Background: an optimization exercise with open tools, aiming at small area and a short achievable clock period. Do not read the settings as production practice. Function was checked by simulation only, so behaviour that the tests miss may differ from the original. Power figures rest on the tool's default switching activity, not on a simulated workload.

==> flow/design.v, too long to show whole: its modules and the start of the top module <==
// module ex_decode: 100 lines
// module ex_alu: 14 lines
// module ex_mul: 1160 lines
// module ex_add32: 217 lines
// module ex_add64: 520 lines
// module ex_branch: 86 lines
// module ex_lsu: 44 lines
// module ex_commit: 41 lines
// module ex_top: 177 lines
module ex_top (
	input  logic                  clk_i,
	input  logic                  rst_n_i,
	input  logic                  req_valid_i,
	input  logic [31:0]           req_inst_i,
	input  logic [32-1:0]   req_pc_i,
	input  logic [32-1:0]   req_rs1_val_i,
	input  logic [32-1:0]   req_rs2_val_i,
	input  logic [32-1:0]   req_mem_rdata_i,
	output logic                  wb_wen_o,
	output logic [5-1:0] wb_rd_o,
	output logic [32-1:0]   wb_data_o,
	output logic [4-1:0]  store_wstrb_o,
	output logic [32-1:0]   store_addr_o,
	output logic [32-1:0]   store_wdata_o,
	output logic                  redirect_jump_o,
	output logic [32-1:0]   redirect_target_o
);
  // ...
==> flow/flow/run.sh <==
#!/bin/bash
# The standard layout (the standard.sh, standard synthesis unchanged), with
# one change: the buffers that buffer_ports puts on every input and output port
# are buf_1 cells (the resizer upsizes the ones on critical paths) instead of the cell buffer_ports picks by itself.
set -euo pipefail
export BUFFER_PORTS_ARGS="-buffer_cell sky130_fd_sc_hd__buf_1"
bash standard.sh > standard_flow.log 2>&1
==> flow/standard.sh <==
#!/bin/bash
# synth_recipe.tcl (not shown) runs the flow's synth.tcl, then flattens the netlist and writes it again
# the make line also repeats each setting of config.mk as NAME=value (left out here)
make -C /OpenROAD-flow-scripts/flow DESIGN_CONFIG=/design/flow/config.mk WORK_HOME=/design/flow/orfs CLKGATE_MAP_FILE= SYNTH_SCRIPT=/design/flow/synth_recipe.tcl "${@:-finish}"
==> flow/config.mk <==
export PLATFORM = sky130hd
export DESIGN_NAME = ex_top
export DESIGN_NICKNAME = ex_top
export VERILOG_FILES = /design/flow/design.v
export SDC_FILE = /design/flow/constraint.sdc
export NUM_CORES = 4
export LEC_CHECK = 0
export ABC_AREA = 1
export ABC_CLOCK_PERIOD_IN_PS = 10000
export CAP_MARGIN = 20
export CORE_MARGIN = 2
export CORE_UTILIZATION = 50
export SETUP_SLACK_MARGIN = 4.5
export SLEW_MARGIN = 20
==> flow/constraint.sdc <==
create_clock -name core_clock -period 15.0 [get_ports {clk_i}]
set_input_delay 3.0000 -clock core_clock [delete_from_list [all_inputs] [get_ports {clk_i}]]
set_output_delay 3.0000 -clock core_clock [all_outputs]
set_load 0.01 [all_outputs]
==> results.yml, run 1 <==
drt:
  detail_route.wl_per_cell_um: 32.1
  maxUsedRoutingLayer: "met5"
  ant_nets: 0
final_layout:
  fin_util: 0.541
  nNetsFinal: 5459
  dominant_cells: "multi-input gates"
  seq_area_frac: 0.0403
  largestRegisters: "u_commit.data_q (32), u_commit.target_q (32), u_commit.wb_rd_o (5)"
  clockNetworkAreaShare: 0.00786
  area_growth_pct: 6.96
  diodes: 9
clock_tree:
  clk_pin_slew_ps: 80
  ctsResizeCount: 24
  cts_root_buffer: "clkbuf_16"
  ctsHoldBuffers: 0
synth:
  synth-edff-count: 0
  yosysUniqueCellTypes: 60
  synth_common_cells: "610 x inv_1, 558 x xor2_1, 541 x nand2_1"
  syn_inst: 4504
  synth_top_cell_area_share: 0.301
  synthSimpleGateAreaFrac: 0.128
  yosys.area.top_type: "fa_1"
  ys_warn_count: 6
  synth_xor_area_frac: 0.142
outcome:
  status: "finished clean"
floorplan:
  die_y_um: 268
  die_w_um: 268
  die_area_mm2: 0.0718
power_and_ir_drop:
  power.leakage_nw: 17.3
  total_power_mw: 9.02
  comb_power_share: 0.937
  swShare: 0.641
  switching_power_mw: 5.78
  p_int_mw: 3.24
  peakVddDrop_uv: 401
min_path:
  min_from: "req_inst_i[11]"
timing:
  rsz0062_at_grt: "yes"
  layout_setup_ws_ps: 4650
setup_path:
  cpPeakStageDelay_ps: 520
global_routing:
  grt_overflow: 0
==> run 2: changes to the inputs <==
--- a/flow/config.mk
+++ b/flow/config.mk
@@ -11,3 +11,3 @@
 export CORE_MARGIN = 2
-export CORE_UTILIZATION = 50
+export CORE_UTILIZATION = 55
 export SETUP_SLACK_MARGIN = 4.5
==> results.yml, run 2 <==
global_routing:
  grt_overflow: 0
  grt_pass1_vias: 34200
  grt_max_degree: 65
  antenna_found_initial: 10
  track_usage: 0.510
  grt_pass1_wl_mm: 243
min_path:
  hold_class: "input pin to register"
final_layout:
  drive_gt1_frac: 0.0639
  final_cell_mix: "592 x inv_1, 555 x xor2_1, 538 x nand2_1"
  fillers: 6006
  area_growth_pct: 6.34
  largestRegisters: "u_commit.data_q (32), u_commit.target_q (32), u_commit.wb_rd_o (5)"
  layout_commonest_cell: "inv_1"
  nNetsFinal: 5447
drt:
  ant_nets: 0
  finalWirelength_mm: 170
  drt_iter0_drc: 5387
  drtPass1Iterations: 7
  drc: 0
  detail_route.wl_per_cell_um: 31.5
  vias_per_cell: 6.66
  routed-via-count: 36000
setup_path:
  critPathArrivalTime_ps: 10780
  critPathLaunchType: "input pin"
  critPathMaxFanout: 33
  crit_top_cell: "nand2_1"
  criticalPathCategory: "input pin to register"
  endpoint_kind: "register"
  slowest_stage: "inv_2"
  cpPeakStageDelay_ps: 710
  crit_required_ps: 15330
timing:
  hold_viol_final: 0
  finalWorstPathRequiredPeriod_ps: 10450
  fmax_mhz: 95.7
  rsz0062_at_grt: "no"
  slew_viol_final: 0
  slew_headroom: 0.145
  setup_viol: 0
  tightest_slew_ps: 1270
  setup_tns_ps: 0
  fin_crit_sh: 0.697
clock_tree:
  cts_root_buffer: "clkbuf_16"
  cts_tree: "yes"
  clk_pin_slew_ps: 80
  numCtsBuffers: 9
  clk_path_buf_depth: 2
  h-tree-depth: 3
  clock-sinks: 75
power_and_ir_drop:
  total_power_mw: 9.00
  peakVddDrop_uv: 380
  p_seq_frac: 0.037
  p_int_mw: 3.25
  comb_power_share: 0.937
  clkPwrFrac: 0.026
  power.leakage_nw: 17.3
  switching_power_mw: 5.75
  swShare: 0.639
  power_density_mw_per_mm2: 243
floorplan:
  row_count: 92
  die_area_mm2: 0.0654
  die_w_um: 256
  pin_count: 302
  die_y_um: 256
  initial_core_util: 0.554
  core_region_area_mm2: 0.0629
synth:
  synth_common_cells: "610 x inv_1, 558 x xor2_1, 541 x nand2_1"
  synth_top_cell_area_share: 0.301
  ys_seq_elements: 75
  synth_most_common_cell: "inv_1"
  async_flop_share: 0
  yosysUniqueCellTypes: 60
  ys.flop_type: "dfxtp_1"
  synth_area_leaders: "fa_1 30%, xor2_1 14%, o22ai_1 8.9%, ha_1 7.6%, inv_1 6.6%"
  syn_area_per_cell_um2: 7.74
  ys_warn_count: 6
  synth_area_mm2: 0.0348
  syn_nets: 5403
  syn_inst: 4504
  synth-edff-count: 0
  yosys.area.top_type: "fa_1"
  ys_seq_area_frac: 0.0431
placed_design:
  place_hpwl_mm: 125
  portBuffers: 301
  place_congestion: 1.07
flow_run:
  cap_violations: 0
outcome:
  status: "finished clean"
-- run 2: cell counts after synthesis --
Identical to the previous run, type by type.
-- run 2: kinds of logic (layout without fill, tap and decap cells) --
| family | Yosys count | after routing | synth area share |
|---|---|---|---|
| buf+inv | 1048 | 1097 | 0.124 |
| compound gates | 1047 | 1047 | 0.185 |
| simple gates | 1030 | 1030 | 0.128 |
| fa+ha+maj | 736 | 736 | 0.377 |
| xor+xnor | 564 | 564 | 0.142 |
| flops | 75 | 75 | 0.0431 |
| mux | 4 | 4 | 0.00115 |
| other cells | 0 | 7 | 0 |
-- run 2: layout make-up --
cell class	instances	area, um2	share of cell area
clock inverter	6	53.8	0.00145
tap	846	1060	0.0286
multi-input combinational	3381	29500	0.795
sequential	75	1500	0.0405
antenna	7	17.5	0.000473
clock buffer	10	239	0.00645
timing repair buffer	436	2260	0.0610
inverter	644	2460	0.0663
timing repair inverter	1	7.51	0.000203
-- run 2: repair_timing --
| action | CTS | global route |
|---|---|---|
| setup endpoints to repair | 33 | 33 |
| gates resized for setup | 16 | 85 |
| gates cloned | 1 | 0 |
| buffers inserted | 14 | 4 |
| pin swaps | 2 | 1 |
| hold buffers | 0 | 0 |
-- run 2: path summary, 6_finish.rpt --
| check | slack [ps] | cells past startpoint | to | start |
|---|---|---|---|---|
| hold / removal | 2750 | 1 | u_commit.wb_rd_o[4] | req_inst_i[11] |
| setup / recovery | 4550 | 29 | u_commit.data_q[0] | req_rs1_val_i[27] |
-- run 2: metal layers --
| metal | up-vias | global-route usage | wire, um |
|---|---|---|---|
| met2 | 3149 | 0.712 | 67500 |
| met3 | 753 | 0.256 | 30200 |
| met5 | - | 0.00585 | 75 |
| met1 | 17200 | 0.641 | 60100 |
| met4 | 12 | 0.269 | 12100 |
| li1 | 14900 | - | - |
-- run 2: metrics by stage --
step	worst slack [ps]	hold WS [ps]	instance area, um2	cells	util
2_1_floorplan	5210	3030	34800	4504	-
3_3_place_gp	3530	3140	36200	5364	0.576
3_5_place_dp	3510	3130	36200	5364	0.576
4_1_cts	4580	2740	36700	5395	0.583
5_1_grt	4500	2740	37000	5400	0.589
6_report	4550	2750	37100	5406	0.590
-- run 2: power by group through the flow --
stage / registers, mW / clock network [mW] / logic, mW
6_report: 0.334 / 0.236 / 8.43
5_1_grt: 0.340 / 0.244 / 9.22
3_3_place_gp: 0.338 / 0 / 7.82
3_5_place_dp: 0.340 / 0 / 7.85
2_1_floorplan: 0.357 / 0 / 5.42
4_1_cts: 0.335 / 0.236 / 7.91
-- run 2: critical path, delay by kind of cell --
kind | cells | cell delay (ps)
adders and majority gates | 7 | 3450
AOI/OAI and AO/OA | 3 | 790
buffers and inverters | 7 | 1740
xor gates and xnor gates | 1 | 200
and+or+nand+nor | 11 | 1530
==> run 3: changes to the inputs <==
--- a/flow/config.mk
+++ b/flow/config.mk
@@ -11,4 +11,4 @@
 export CORE_MARGIN = 2
-export CORE_UTILIZATION = 55
-export SETUP_SLACK_MARGIN = 4.5
+export CORE_UTILIZATION = 50
+export SETUP_SLACK_MARGIN = 5
 export SLEW_MARGIN = 20
==> results.yml, run 3 <==
floorplan:
  die_area_mm2: 0.0718
  die_w_um: 268
  die_y_um: 268
  core_region_area_mm2: 0.0688
  initial_core_util: 0.506
  pin_count: 302
  row_count: 96
setup_path:
  criticalPathCategory: "input pin to register"
  slowest_stage: "o21ai_0"
  cpPeakStageDelay_ps: 960
  critPathArrivalTime_ps: 10240
  crit_required_ps: 15240
  critPathMaxFanout: 11
  startpoint: "req_inst_i[5]"
  endpoint: "u_commit.data_q[19]"
  endpoint_kind: "register"
  critPathLaunchType: "input pin"
drt:
  finalWirelength_mm: 179
  drtPass1Iterations: 8
  drc: 0
  ant_nets: 0
  vias_per_cell: 6.51
  routed-via-count: 36200
  detail_route.wl_per_cell_um: 32.3
  drt_iter0_drc: 5150
timing:
  fin_crit_sh: 0.667
  setup_viol: 0
  fmax_mhz: 100
  rsz0062_at_grt: "yes"
  slew_headroom: 0.110
  slew_viol_final: 0
  setup_tns_ps: 0
  hold_viol_final: 0
  tightest_slew_ps: 1320
  finalWorstPathRequiredPeriod_ps: 10000
placed_design:
  portBuffers: 301
  dp_cells: 5442
  place_hpwl_mm: 132
  place_congestion: 1.06
clock_tree:
  h-tree-depth: 3
  cts_tree: "yes"
  clk_path_buf_depth: 2
  cts_root_buffer: "clkbuf_16"
  ctsHoldBuffers: 0
  clock-sinks: 75
  clk_pin_slew_ps: 80
  numCtsBuffers: 9
final_layout:
  area_growth_pct: 11.0
  final_cell_mix: "575 x inv_1, 551 x xor2_1, 522 x nand2_1"
  nNetsFinal: 5509
  multiInputGateArea_mm2: 0.0301
  fillers: 6697
  finalNonFillerCells: 5554
  drive_gt1_frac: 0.106
  layout_commonest_cell: "inv_1"
  regArea_mm2: 0.00150
  largestRegisters: "u_commit.data_q (32), u_commit.target_q (32), u_commit.wb_rd_o (5)"
flow_run:
  cap_violations: 0
synth:
  ys_seq_area_frac: 0.0431
  yosysUniqueCellTypes: 60
  synth_area_mm2: 0.0348
  synth_common_cells: "610 x inv_1, 558 x xor2_1, 541 x nand2_1"
  synth_top_cell_area_share: 0.301
  synth_most_common_cell: "inv_1"
  syn_inst: 4504
  async_flop_share: 0
  syn_nets: 5403
  yosys.area.top_type: "fa_1"
  ys.flop_type: "dfxtp_1"
  ys_seq_elements: 75
  syn_area_per_cell_um2: 7.74
  synth-edff-count: 0
  ys_warn_count: 6
  synth_area_leaders: "fa_1 30%, xor2_1 14%, o22ai_1 8.9%, ha_1 7.6%, inv_1 6.6%"
global_routing:
  grt_pass1_wl_mm: 249
  met2_usage: 0.683
  grt_pass1_vias: 34400
  track_usage: 0.487
  gr-usage-met1: 0.631
  antenna_found_initial: 13
  groute.layer.met3.usage: 0.230
  grt_max_degree: 65
  grt_overflow: 0
  top_usage_layer: "met2"
outcome:
  status: "finished clean"
power_and_ir_drop:
  clkPwrFrac: 0.023
  comb_power_share: 0.943
  peakVddDrop_uv: 328
  power_density_mw_per_mm2: 256
  swShare: 0.619
  switching_power_mw: 6.13
  power.leakage_nw: 17.8
  p_seq_frac: 0.034
  p_int_mw: 3.77
min_path:
  hold_class: "input pin to register"
[run 3: cell families after synthesis]
kind of cell	Yosys count	share of synthesized area
buf+inv	1048	0.124
compound gates	1047	0.185
mux	4	0.00115
fa+ha+maj	736	0.377
flops	75	0.0431
xor+xnor	564	0.142
simple gates	1030	0.128
[run 3: power by group through the flow]
stage / Sequential, mW / Clock, mW / Combinational (mW)
6_report: 0.335 / 0.232 / 9.33
5_1_grt: 0.343 / 0.239 / 10.1
3_3_place_gp: 0.339 / 0 / 8.01
2_1_floorplan: 0.357 / 0 / 5.42
3_5_place_dp: 0.341 / 0 / 7.98
4_1_cts: 0.336 / 0.236 / 8.16
[run 3: critical path, delay by kind of cell]
kind | cells | cell delay, ps
adder cells (fa/ha/maj) | 5 | 2260
AO/OA/AOI/OAI | 7 | 2450
AND/OR/NAND/NOR | 9 | 1220
buffers and inverters | 9 | 1290
[run 3: area by class of cell]
type | instances | share of cell area
Timing Repair inverter | 3 | 0.000582
Tap cell | 931 | 0.0301
Sequential cell | 75 | 0.0388
Clock inverter | 6 | 0.00139
Clock buffer | 10 | 0.00618
Multi-Input combinational cell | 3381 | 0.778
Antenna cell | 8 | 0.000517
Inverter | 644 | 0.0656
Timing Repair Buffer | 496 | 0.0783
[run 3: worst min path at each step]
| stage | start | end | slack, ps | depth (start not counted) |
|---|---|---|---|---|
| after floorplan | req_inst_i[7] | u_commit.wb_rd_o[0] | 3030 | 0 |
| after detailed placement | req_inst_i[11] | u_commit.wb_rd_o[4] | 3150 | 1 |
| after global placement | req_inst_i[11] | u_commit.wb_rd_o[4] | 3140 | 1 |
| final | req_inst_i[11] | u_commit.wb_rd_o[4] | 2760 | 1 |
| after global routing | req_inst_i[11] | u_commit.wb_rd_o[4] | 2780 | 1 |
| after CTS | req_inst_i[11] | u_commit.wb_rd_o[4] | 2750 | 1 |
[run 3: metal layers]
layer / vias to the layer above / routed length (um)
met1: 17500 / 67200
met4: 16 / 11100
met5: - / 161
met2: 2967 / 71800
li1: 15000 / -
met3: 636 / 28900
[run 3: timing repair]
| item | in CTS | in global routing |
|---|---|---|
| gates resized for setup | 97 | 222 |
| pin swaps | 9 | 36 |
| setup endpoints to repair | 33 | 33 |
| setup buffers | 33 | 48 |
| gates cloned | 0 | 7 |
[run 3: per-stage QoR]
stage	util	power (mW)	cell area [um2]	worst slack, ps	hold WS (ps)
2_1_floorplan	-	5.78	34800	5210	3030
3_3_place_gp	0.527	8.34	36300	3210	3140
3_5_place_dp	0.527	8.32	36300	3150	3150
4_1_cts	0.541	8.74	37200	5010	2750
5_1_grt	0.562	10.7	38700	4890	2780
6_report	0.562	9.89	38700	5000	2760

[re-timing with driven ports]
In the flow no input, the clock included, has a driving cell. The finished layouts below were timed again as built, in two steps. Step 1 sets driving cells, clkbuf_16 on the clock port and buf_2 on the other inputs (assumed; they add their load-dependent delay and slew). Step 2 times the ports against the registers' clock, not the clock port: input delays grow and output delays shrink by t, the midpoint of the rising clock arrivals with the driver on. a / b / c = ideal / step 1 / step 2; a / b = the first two.
| run | t, ns | setup slack, ns | worst setup path at the end | clock arrival spread, ns | cell pins on the clock port's net |
|---|---|---|---|---|---|
| run 1 | 0.455 | 4.652 / 4.686 / 4.231 | input to register | 0.014 / 0.013 | 1 |
| run 2 | 0.453 | 4.550 / 4.594 / 4.141 | input to register | 0.019 / 0.020 | 1 |
| run 3 | 0.453 | 5.001 / 5.048 / 4.595 | input to register | 0.019 / 0.019 | 1 |
After both steps every run listed still meets setup and hold. The setup slack of run 1, which loses most, moves by +0.034 ns with the drivers and by -0.421 ns with both steps.
